This design comes from an exercise in tuning for small area, a short achievable clock period and few clock cycles per item on the open sky130 flow, not from production work. Where RTL was checked, it was by simulation tests only, not by an equivalence proof against the original. Power is estimated from default activity; no workload was simulated.

## the previous run
Design md_block_padder, start of the top module:
module md_block_padder (
  input  wire logic        clk,
  input  wire logic        rst_n,
  input  wire logic        in_tvalid,
  output logic             in_tready,
  input  wire logic [7:0]  in_tdata,    
  input  wire logic [0:0]  in_tuser,    
  input  wire logic        in_tlast,    
  output logic             out_tvalid,
  input  wire logic        out_tready,
  output logic [39:0]      out_tdata,   
  output logic [0:0]       out_tuser,   
  output logic             out_tlast,   
  input  wire logic        cfg_valid,
  output logic             cfg_ready,
  input  wire logic [0:0]  cfg_data     
);
Size in the first run: about 1900 cells after synthesis, about 27000 µm² of cells after synthesis.
clock: 5.0 ns
lec_check: 0
cap_margin: 20
core_margin: 2
core_utilization: 40
setup_slack_margin: 3.0
slew_margin: 20
standard.sh (not shown) runs the stock make flow with config.mk's settings and CLKGATE_MAP_FILE= SYNTH_SCRIPT=/design/flow/synth_recipe.tcl, a recipe that flattens the netlist after the stock synthesis.
==> flow/flow/run.sh <==
#!/bin/bash
# The standard layout (standard.sh: the ORFS run, standard synthesis
# unchanged), with three changes: the port buffers are buf_4 cells instead of
# the delay cells buffer_ports picks by default, the resizer may swap a cell
# for one of another footprint, and clock tree synthesis adds no dummy loads.
# make's full output goes to flow_make.log.
set -euo pipefail
bash standard.sh MATCH_CELL_FOOTPRINT=0 \
  'BUFFER_PORTS_ARGS=-buffer_cell sky130_fd_sc_hd__buf_4' \
  'CTS_ARGS=-sink_clustering_enable -repair_clock_nets -dont_use_dummy_load' \
  finish > flow_make.log 2>&1
test -f out/final.def
Testbench counts of the previous run, summed over its fixed seeds: cycles 36,349, bytes 33,373.
Changes in the current run relative to the previous run:
diff --git a/flow/design.v b/flow/design.v
--- a/flow/design.v
+++ b/flow/design.v
@@ -44,13 +44,13 @@
   logic        ou_r;
   logic        ol_r;
   logic        acc, wr, tl, load;
   logic [5:0]  fill_n1, n_end;
   logic [31:0] word_nxt;
   logic [63:0] bits;
-  logic [31:0] len_lo, len_hi;
+  logic [31:0] len_w;
   logic [31:0] mword;
   logic [3:0]  den, mk;
   logic        ov_n, pend_n, job_n, jlast_n, jfol_n, jdat_n, blk_clr, blk_inc;
   logic [1:0]  jt_n;
   logic [5:0]  fill_n, lim_n;
   logic [3:0]  rp_n;
@@ -64,15 +64,20 @@
   assign tl        = acc && in_tlast;
   assign fill_n1   = fill_r + 6'd1;
   assign n_end     = wr ? fill_n1 : fill_r;
   assign load      = job_r && (!ov_r || out_tready);
   assign bits = {blk_r, lim_r, 3'b000};
   always_comb begin
+    logic [3:0] ls;
+    logic       le;
+    le = (jt_r == BLK_PAD) || (jt_r == BLK_LEN);
+    ls = {rh_r[15] && len_be_r, rh_r[14] && len_be_r, rh_r[15] && !len_be_r, rh_r[14] && !len_be_r} &
+         {4{le}};
     for (int b = 0; b < 4; b++) begin
-      len_lo[8*b +: 8] = len_be_r ? bits[8*(7-b) +: 8] : bits[8*b +: 8];
-      len_hi[8*b +: 8] = len_be_r ? bits[8*(3-b) +: 8] : bits[8*(4+b) +: 8];
+      len_w[8*b +: 8] = (bits[8*b +: 8] & {8{ls[0]}}) | (bits[8*(4+b) +: 8] & {8{ls[1]}}) |
+                        (bits[8*(7-b) +: 8] & {8{ls[2]}}) | (bits[8*(3-b) +: 8] & {8{ls[3]}});
     end
   end
   always_comb begin
     logic [5:0] pos;
     mword = '0;
     for (int p = 0; p < 64; p++) begin
@@ -85,15 +90,13 @@
     end
   end
   always_comb begin
     for (int l = 0; l < 4; l++) begin
       word_nxt[8*l +: 8] = (mword[8*l +: 8] & {8{den[l]}}) | {mk[l], 7'd0};
     end
-    if ((jt_r == BLK_PAD) || (jt_r == BLK_LEN)) begin
-      word_nxt = word_nxt | (len_lo & {32{rh_r[14]}}) | (len_hi & {32{rh_r[15]}});
-    end
+    word_nxt = word_nxt | len_w;
   end
   always_comb begin
     ov_n    = load || (ov_r && !out_tready);
     pend_n  = pend_r;
     job_n   = job_r;
     jt_n    = jt_r;
--- outcome ---
Compared with the previous run, in the current run wire length of the first global-routing pass fell by 4300 µm, core utilization rose by 1.1 points, routed length on met2 fell by 1400 µm, number of clock buffers in the layout rose by 2. The current run against the previous run; post-synthesis instance area is down slightly. Number of buffers inserted to repair setup after CTS (higher): the current run. In the tables for the current run and the previous run, synthesized cell count reads lower with the current run. The clock power number comes out lower for the previous run vs the current run. Taking the previous run as the reference, in the current run clock-pin slew on the worst setup and hold paths roughly the same; overall global routing resource usage fell by 0.36 points; routing usage on met3 grew by 0.78 points.
No functional check of the RTL was part of the current run.


The RTL this note starts from:
==> flow/design.v <==
`default_nettype none
module md_block_padder (
  input  wire logic        clk,
  input  wire logic        rst_n,
  input  wire logic        in_tvalid,
  output logic             in_tready,
  input  wire logic [7:0]  in_tdata,    
  input  wire logic [0:0]  in_tuser,    
  input  wire logic        in_tlast,    
  output logic             out_tvalid,
  input  wire logic        out_tready,
  output logic [39:0]      out_tdata,   
  output logic [0:0]       out_tuser,   
  output logic             out_tlast,   
  input  wire logic        cfg_valid,
  output logic             cfg_ready,
  input  wire logic [0:0]  cfg_data     
);
  localparam logic [1:0] BLK_DATA = 2'd0;   
  localparam logic [1:0] BLK_PAD  = 2'd1;   
  localparam logic [1:0] BLK_MARK = 2'd2;   
  localparam logic [1:0] BLK_LEN  = 2'd3;   
  logic [7:0]  mem [64];
  logic [5:0]  fill_r;      
  logic [54:0] blk_r;       
  logic        binc_r;      
  logic [3:0]  bcy_r;       
  logic        pend_r;      
  logic        job_r;       
  logic [1:0]  jt_r;        
  logic [5:0]  lim_r;       
  logic        jlast_r;     
  logic        jfol_r;      
  logic        jdat_r;      
  logic [3:0]  rp_r;        
  logic [15:0] rh_r;        
  logic        len_be_r;
  logic        rdy_r;       
  logic        ov_r;
  logic [31:0] od_r;
  logic [3:0]  oi_r;
  logic        ou_r;
  logic        ol_r;
  logic        acc, wr, tl, load;
  logic [5:0]  fill_n1, n_end;
  logic [31:0] word_nxt;
  logic [63:0] bits;
  logic [31:0] len_lo, len_hi;
  logic [31:0] mword;
  logic [3:0]  den, mk;
  logic        ov_n, pend_n, job_n, jlast_n, jfol_n, jdat_n, blk_clr, blk_inc;
  logic [1:0]  jt_n;
  logic [5:0]  fill_n, lim_n;
  logic [3:0]  rp_n;
  logic [15:0] rh_n;
  logic        rdy_n;
  assign cfg_ready = 1'b1;
  assign in_tready = rdy_r;
  assign acc       = in_tvalid && rdy_r;
  assign wr        = acc && in_tuser[0];
  assign tl        = acc && in_tlast;
  assign fill_n1   = fill_r + 6'd1;
  assign n_end     = wr ? fill_n1 : fill_r;
  assign load      = job_r && (!ov_r || out_tready);
  assign bits = {blk_r, lim_r, 3'b000};
  always_comb begin
    for (int b = 0; b < 4; b++) begin
      len_lo[8*b +: 8] = len_be_r ? bits[8*(7-b) +: 8] : bits[8*b +: 8];
      len_hi[8*b +: 8] = len_be_r ? bits[8*(3-b) +: 8] : bits[8*(4+b) +: 8];
    end
  end
  always_comb begin
    logic [5:0] pos;
    mword = '0;
    for (int p = 0; p < 64; p++) begin
      mword[8*(p%4) +: 8] = mword[8*(p%4) +: 8] | (mem[p] & {8{rh_r[p/4]}});
    end
    for (int l = 0; l < 4; l++) begin
      pos    = {rp_r, 2'(l)};
      den[l] = (jt_r == BLK_DATA) || ((jt_r != BLK_LEN) && (pos < lim_r));
      mk[l]  = ((jt_r == BLK_PAD) || (jt_r == BLK_MARK)) && (pos == lim_r);
    end
  end
  always_comb begin
    for (int l = 0; l < 4; l++) begin
      word_nxt[8*l +: 8] = (mword[8*l +: 8] & {8{den[l]}}) | {mk[l], 7'd0};
    end
    if ((jt_r == BLK_PAD) || (jt_r == BLK_LEN)) begin
      word_nxt = word_nxt | (len_lo & {32{rh_r[14]}}) | (len_hi & {32{rh_r[15]}});
    end
  end
  always_comb begin
    ov_n    = load || (ov_r && !out_tready);
    pend_n  = pend_r;
    job_n   = job_r;
    jt_n    = jt_r;
    lim_n   = lim_r;
    jlast_n = jlast_r;
    jfol_n  = jfol_r;
    jdat_n  = jdat_r;
    rp_n    = rp_r;
    rh_n    = rh_r;
    fill_n  = fill_r;
    blk_clr = 1'b0;
    blk_inc = 1'b0;
    if (load) begin
      rp_n = rp_r + 4'd1;
      rh_n = {rh_r[14:0], rh_r[15]};
      if (rp_r == 4'd15) begin
        if (jfol_r) begin
          jt_n    = (jt_r == BLK_DATA) ? BLK_PAD : BLK_LEN;
          if (jt_r == BLK_DATA) lim_n = '0;
          jlast_n = 1'b1;
          jfol_n  = 1'b0;
          jdat_n  = 1'b0;
        end else begin
          job_n = 1'b0;
          if ((jt_r == BLK_PAD) || (jt_r == BLK_LEN)) blk_clr = 1'b1;
        end
      end
    end
    if (pend_r && !job_r) begin
      pend_n  = 1'b0;
      job_n   = 1'b1;
      jt_n    = (fill_r[5:3] == 3'd7) ? BLK_MARK : BLK_PAD;
      lim_n   = fill_r;
      jlast_n = (fill_r[5:3] != 3'd7);
      jfol_n  = (fill_r[5:3] == 3'd7);
      jdat_n  = (fill_r != 6'd0);
      fill_n  = '0;
    end
    if (acc) begin
      if (wr) fill_n = fill_n1;
      if (wr && (fill_r == 6'd63)) begin
        blk_inc = 1'b1;
        job_n   = 1'b1;
        jt_n    = BLK_DATA;
        jlast_n = !in_tlast;
        jfol_n  = in_tlast;
        jdat_n  = 1'b1;
      end else if (tl) begin
        if (job_r) begin
          pend_n = 1'b1;
        end else begin
          job_n   = 1'b1;
          jt_n    = (n_end[5:3] == 3'd7) ? BLK_MARK : BLK_PAD;
          lim_n   = n_end;
          jlast_n = (n_end[5:3] != 3'd7);
          jfol_n  = (n_end[5:3] == 3'd7);
          jdat_n  = (n_end != 6'd0);
          fill_n  = '0;
        end
      end
    end
  end
  always_comb begin
    logic x_lt, x_eq, x_m1, x_p1;   
    logic ld, ov1, ws, nj, j1, d1, hz, full;
    x_lt = rp_r < fill_r[5:2];
    x_eq = rp_r == fill_r[5:2];
    x_m1 = (rp_r + 4'd1) == fill_r[5:2];
    x_p1 = rp_r == (fill_r[5:2] + 4'd1);
    ld  = job_r && (!ov_r || out_tready);
    ov1 = ld || (ov_r && !out_tready);
    ws  = wr && (fill_r[1:0] == 2'd3);
    nj  = (wr && (fill_r == 6'd63)) || ((tl || pend_r) && !job_r);
    j1  = job_r && !(ld && (rp_r == 4'd15) && !jfol_r);
    d1  = jdat_r && !(ld && (rp_r == 4'd15) && jfol_r);
    case ({ld, ws})
      2'b10:   hz = (x_lt && !x_m1) || (x_m1 && ov1);
      2'b01:   hz = x_lt || x_eq || (x_p1 && ov1);
      default: hz = x_lt || (x_eq && ov1);
    endcase
    full = wr ? (fill_r == 6'd62) : (fill_r == 6'd63);
    if (nj)
      rdy_n = !ov1;
    else
      rdy_n = !(pend_r || (tl && job_r)) && !(j1 && ((d1 && hz) || full));
  end
  always_ff @(posedge clk) begin
    if (wr) mem[fill_r] <= in_tdata;
  end
  always_ff @(posedge clk) begin
    if (load) begin
      od_r <= word_nxt;
      oi_r <= rp_r;
      ou_r <= (jt_r == BLK_PAD) || (jt_r == BLK_LEN);
      ol_r <= jlast_r && rh_r[15];
    end
  end
  always_ff @(posedge clk) begin
    if (!rst_n) begin
      ov_r     <= 1'b0;
      fill_r   <= '0;
      blk_r    <= '0;
      binc_r   <= 1'b0;
      bcy_r    <= '0;
      pend_r   <= 1'b0;
      job_r    <= 1'b0;
      jt_r     <= BLK_DATA;
      lim_r    <= '0;
      jlast_r  <= 1'b0;
      jfol_r   <= 1'b0;
      jdat_r   <= 1'b0;
      rp_r     <= '0;
      rh_r     <= 16'd1;
      rdy_r    <= 1'b0;
      len_be_r <= 1'b0;
    end else begin
      if (cfg_valid) len_be_r <= cfg_data[0];
      ov_r    <= ov_n;
      fill_r  <= fill_n;
      pend_r  <= pend_n;
      job_r   <= job_n;
      jt_r    <= jt_n;
      lim_r   <= lim_n;
      jlast_r <= jlast_n;
      jfol_r  <= jfol_n;
      jdat_r  <= jdat_n;
      rp_r    <= rp_n;
      rh_r    <= rh_n;
      rdy_r   <= rdy_n;
      binc_r <= blk_inc;
      if (blk_clr) begin
        blk_r <= '0;
        bcy_r <= '0;
      end else begin
        for (int k = 0; k < 5; k++) begin
          if ((k == 0) ? binc_r : bcy_r[k-1]) blk_r[11*k +: 11] <= blk_r[11*k +: 11] + 11'd1;
        end
        for (int k = 0; k < 4; k++) begin
          bcy_r[k] <= ((k == 0) ? binc_r : bcy_r[k-1]) && (&blk_r[11*k +: 11]);
        end
      end
    end
  end
  assign out_tvalid = ov_r;
  assign out_tdata  = {4'h0, oi_r, od_r};
  assign out_tuser  = ou_r;
  assign out_tlast  = ol_r;
endmodule
`default_nettype wire
clock: 5.0 ns
lec_check: 0
cap_margin: 20
core_margin: 2
core_utilization: 40
setup_slack_margin: 2.8
slew_margin: 20
Scripts as last shown in full above: flow/flow/run.sh
Testbench counts at the start, summed over its fixed seeds: cycles 36,349, bytes 33,373.
Change:
--- a/flow/design.v
+++ b/flow/design.v
@@ -35,4 +35,6 @@
   logic [3:0]  rp_r;        
   logic [15:0] rh_r;        
+  logic [3:0]  wl_r;        
+  logic [15:0] ww_r;        
   logic        len_be_r;
   logic        rdy_r;       
@@ -53,5 +55,6 @@
   logic [5:0]  fill_n, lim_n;
   logic [3:0]  rp_n;
-  logic [15:0] rh_n;
+  logic [15:0] rh_n, ww_n;
+  logic [3:0]  wl_n;
   logic        rdy_n;
   assign cfg_ready = 1'b1;
@@ -157,27 +160,45 @@
     logic x_lt, x_eq, x_m1, x_p1;   
     logic ld, ov1, ws, nj, j1, d1, hz, full;
+    logic [1:0] ro;                 
     x_lt = rp_r < fill_r[5:2];
     x_eq = rp_r == fill_r[5:2];
     x_m1 = (rp_r + 4'd1) == fill_r[5:2];
     x_p1 = rp_r == (fill_r[5:2] + 4'd1);
-    ld  = job_r && (!ov_r || out_tready);
-    ov1 = ld || (ov_r && !out_tready);
-    ws  = wr && (fill_r[1:0] == 2'd3);
-    nj  = (wr && (fill_r == 6'd63)) || ((tl || pend_r) && !job_r);
-    j1  = job_r && !(ld && (rp_r == 4'd15) && !jfol_r);
-    d1  = jdat_r && !(ld && (rp_r == 4'd15) && jfol_r);
-    case ({ld, ws})
-      2'b10:   hz = (x_lt && !x_m1) || (x_m1 && ov1);
-      2'b01:   hz = x_lt || x_eq || (x_p1 && ov1);
-      default: hz = x_lt || (x_eq && ov1);
-    endcase
+    ws   = wr && (fill_r[1:0] == 2'd3);
+    nj   = (wr && (fill_r == 6'd63)) || ((tl || pend_r) && !job_r);
     full = wr ? (fill_r == 6'd62) : (fill_r == 6'd63);
-    if (nj)
-      rdy_n = !ov1;
-    else
-      rdy_n = !(pend_r || (tl && job_r)) && !(j1 && ((d1 && hz) || full));
+    for (int o = 0; o < 2; o++) begin
+      ld  = job_r && (!ov_r || (o == 1));
+      ov1 = ld || (ov_r && (o == 0));
+      j1  = job_r && !(ld && (rp_r == 4'd15) && !jfol_r);
+      d1  = jdat_r && !(ld && (rp_r == 4'd15) && jfol_r);
+      case ({ld, ws})
+        2'b10:   hz = (x_lt && !x_m1) || (x_m1 && ov1);
+        2'b01:   hz = x_lt || x_eq || (x_p1 && ov1);
+        default: hz = x_lt || (x_eq && ov1);
+      endcase
+      if (nj)
+        ro[o] = !ov1;
+      else
+        ro[o] = !(pend_r || (tl && job_r)) && !(j1 && ((d1 && hz) || full));
+    end
+    rdy_n = out_tready ? ro[1] : ro[0];
+  end
+  always_comb begin
+    wl_n = wl_r;
+    ww_n = ww_r;
+    if (wr) begin
+      wl_n = {wl_r[2:0], wl_r[3]};
+      if (wl_r[3]) ww_n = {ww_r[14:0], ww_r[15]};
+    end
+    if ((pend_r || tl) && !job_r && !(wr && (fill_r == 6'd63))) begin
+      wl_n = 4'd1;
+      ww_n = 16'd1;
+    end
   end
   always_ff @(posedge clk) begin
-    if (wr) mem[fill_r] <= in_tdata;
+    for (int p = 0; p < 64; p++) begin
+      if (wr && ww_r[p/4] && wl_r[p%4]) mem[p] <= in_tdata;
+    end
   end
   always_ff @(posedge clk) begin
@@ -205,4 +226,6 @@
       rp_r     <= '0;
       rh_r     <= 16'd1;
+      wl_r     <= 4'd1;
+      ww_r     <= 16'd1;
       rdy_r    <= 1'b0;
       len_be_r <= 1'b0;
@@ -220,4 +243,6 @@
       rp_r    <= rp_n;
       rh_r    <= rh_n;
+      wl_r    <= wl_n;
+      ww_r    <= ww_n;
       rdy_r   <= rdy_n;
       binc_r <= blk_inc;
Outcome:
- The new run ran to the end with no violations
- cell area is higher by 0.82%
- setup slack improved by 31 ps
- wire length goes up by 3.0%
- die area went up by 3.6%
- critical path depth rises by 5
Testbench counts after the change, summed over its fixed seeds: cycles 36,349, bytes 33,373.

## static timing again, ports no longer ideal
Ports are ideal in the flow. The routed layouts listed here were re-timed in OpenROAD.
Step 1, drivers: a clkbuf_16 drives clk and a buf_2 each remaining input, both assumed.
Step 2, shift: input delay + t, output delay - t, t = (earliest + latest rising clock arrival at the registers) / 2. This alone moves slack from input paths to output paths.
Slacks: ideal ports / drivers / drivers and shift; pairs: ideal ports / drivers.
| run | t, ns | setup slack, ns | worst register clock-pin slew, ns |
|---|---|---|---|
| the previous run | 0.653 | 2.850 / 2.792 / 2.431 | 0.06 / 0.06 |
| the current run | 0.641 | 2.770 / 2.711 / 2.373 | 0.06 / 0.06 |
| the first run of note 2 | 0.646 | 2.777 / 2.717 / 2.181 | 0.06 / 0.06 |
| the second run of note 2 | 0.641 | 2.807 / 2.754 / 2.218 | 0.06 / 0.06 |
After both steps setup and hold are still met in every run listed. The setup slack of the first run of note 2, which loses most, moves by -0.060 ns with the drivers and by -0.596 ns with both steps.
